This design comes from an exercise in tuning for small area, a short achievable clock period and few clock cycles per item on the open sky130 flow, not from production work.
No activity file was given, so power comes from the tool's default toggle rates.

## alpha
Design winograd_tile_serializer, start of the top module:
module winograd_tile_serializer #(
  parameter int ROWS   = 8,
  parameter int COLS   = 10,
  parameter int DATA_W = 16
) (
  input  logic                         clk,
  input  logic                         rst_n,
  input  logic                         tile_valid,
  output logic                         tile_ready,
  input  logic [ROWS*COLS*DATA_W-1:0]  tile_data,
  output logic                         out_valid,
  input  logic                         out_ready,
  output logic [DATA_W-1:0]            out_data,
  output logic [$clog2(ROWS)-1:0]      out_row,
  output logic [$clog2(COLS)-1:0]      out_col,
  output logic                         out_last,
  output logic                         busy
);
Size: about 2100 cells after synthesis, roughly 1300 flip-flops, roughly 1300 I/O pins.
==> module wg_and_or, before the edit <==
module wg_and_or #(
  parameter int N = 8
) (
  input  logic [N-1:0] i_sel,
  input  logic [N-1:0] i_d,
  output logic         o_y
);
  localparam int N3 = N / 3;
  localparam int N1 = N - 3 * N3;
  logic [N3+N1-1:0] w_n;
  for (genvar g = 0; g < N3; g++) begin : g_aoi3
    wg_aoi3 u_aoi (.i_s(i_sel[3*g +: 3]), .i_d(i_d[3*g +: 3]), .o_n(w_n[g]));
  end
  for (genvar g = 0; g < N1; g++) begin : g_nand
    wg_nand2 u_nand (.i_s(i_sel[3*N3+g]), .i_d(i_d[3*N3+g]), .o_n(w_n[N3+g]));
  end
  assign o_y = ~&w_n;
endmodule
==> module wg_aoi3, before the edit <==
module wg_aoi3 (
  input  logic [2:0] i_s,
  input  logic [2:0] i_d,
  output logic       o_n
);
  assign o_n = ~|(i_s & i_d);
endmodule
==> module wg_nand2, before the edit <==
module wg_nand2 (
  input  logic i_s,
  input  logic i_d,
  output logic o_n
);
  assign o_n = ~(i_s & i_d);
endmodule
export LEC_CHECK = 0
export CAP_MARGIN = 20
export CORE_AREA = 10 10 450 450
export DIE_AREA = 0 0 460 460
export SETUP_SLACK_MARGIN = 3.0
export SLEW_MARGIN = 20
export SYNTH_HIERARCHICAL = 1
export SYNTH_MINIMUM_KEEP_SIZE = 0
export TNS_END_PERCENT = 20
create_clock -name core_clock -period 7.0 [get_ports {clk}]
standard.sh (not shown) runs the stock make flow with config.mk's settings and CLKGATE_MAP_FILE= SYNTH_SCRIPT=/design/flow/synth_recipe.tcl, a recipe that flattens the netlist after the stock synthesis.
==> flow/flow/run.sh <==
#!/bin/bash
# The standard layout, with plain buf_1 cells as the port buffers.
set -euo pipefail
bash standard.sh BUFFER_PORTS_ARGS="-buffer_cell sky130_fd_sc_hd__buf_1" finish > standard_flow.log 2>&1
Setup changes, alpha to beta
diff --git a/flow/design.v b/flow/design.v
--- a/flow/design.v
+++ b/flow/design.v
@@ -156,29 +156,6 @@
   input  logic [N-1:0] i_sel,
   input  logic [N-1:0] i_d,
   output logic         o_y
 );
-  localparam int N3 = N / 3;
-  localparam int N1 = N - 3 * N3;
-  logic [N3+N1-1:0] w_n;
-  for (genvar g = 0; g < N3; g++) begin : g_aoi3
-    wg_aoi3 u_aoi (.i_s(i_sel[3*g +: 3]), .i_d(i_d[3*g +: 3]), .o_n(w_n[g]));
-  end
-  for (genvar g = 0; g < N1; g++) begin : g_nand
-    wg_nand2 u_nand (.i_s(i_sel[3*N3+g]), .i_d(i_d[3*N3+g]), .o_n(w_n[N3+g]));
-  end
-  assign o_y = ~&w_n;
+  assign o_y = |(i_sel & i_d);
 endmodule
-module wg_aoi3 (
-  input  logic [2:0] i_s,
-  input  logic [2:0] i_d,
-  output logic       o_n
-);
-  assign o_n = ~|(i_s & i_d);
-endmodule
-module wg_nand2 (
-  input  logic i_s,
-  input  logic i_d,
-  output logic o_n
-);
-  assign o_n = ~(i_s & i_d);
-endmodule
beta: shortest period the worst path allows is 0.40 ns lower than what alpha reported.
[compare] base=alpha new=beta: wire length rose by 1.6%, initial antenna violation count fell by 11%, part of the power in the clock network fell by 0.5 points.
The higher count of clock-buffer cells in the layout of alpha and beta is in beta.
Comparing alpha and beta, the lower multi-input combinational cell count was measured on alpha.
On global-route usage, the lower figure sits with alpha, not beta.
Between beta and alpha, the share of final layout cell area taken by non-clock buffers does not differ in any meaningful way.
In beta, the worst setup slack came out 0.40 ns above the value in alpha.
Measured against each other, alpha and beta differ in clock network latency to the later pin of the worst-skew pair, the lower figure coming from alpha.
No functional check of the RTL was part of any run of this note.

-- afterwards: timing with drivers on the ports --
The flow's constraints put no driver on any port. The routed layouts listed below were extracted and timed again, unchanged, in two steps. Step 1, drivers: a clkbuf_16 drives clk and a buf_2 each remaining input, both assumed. Step 2 times the ports against the registers' clock, not the clock port: input delays grow and output delays shrink by t, the midpoint of the rising clock arrivals with the driver on. a / b / c = ideal / step 1 / step 2; a / b = the first two.
run	t, ns	slack for setup (ns)	worst setup path at the end	worst data-port slew with drivers (ns)
alpha	0.858	3.183 / 3.183 / 3.183	register to register	0.25
beta	0.857	3.588 / 3.551 / 3.588	register to register	0.27
After both steps every run listed still meets setup and hold.
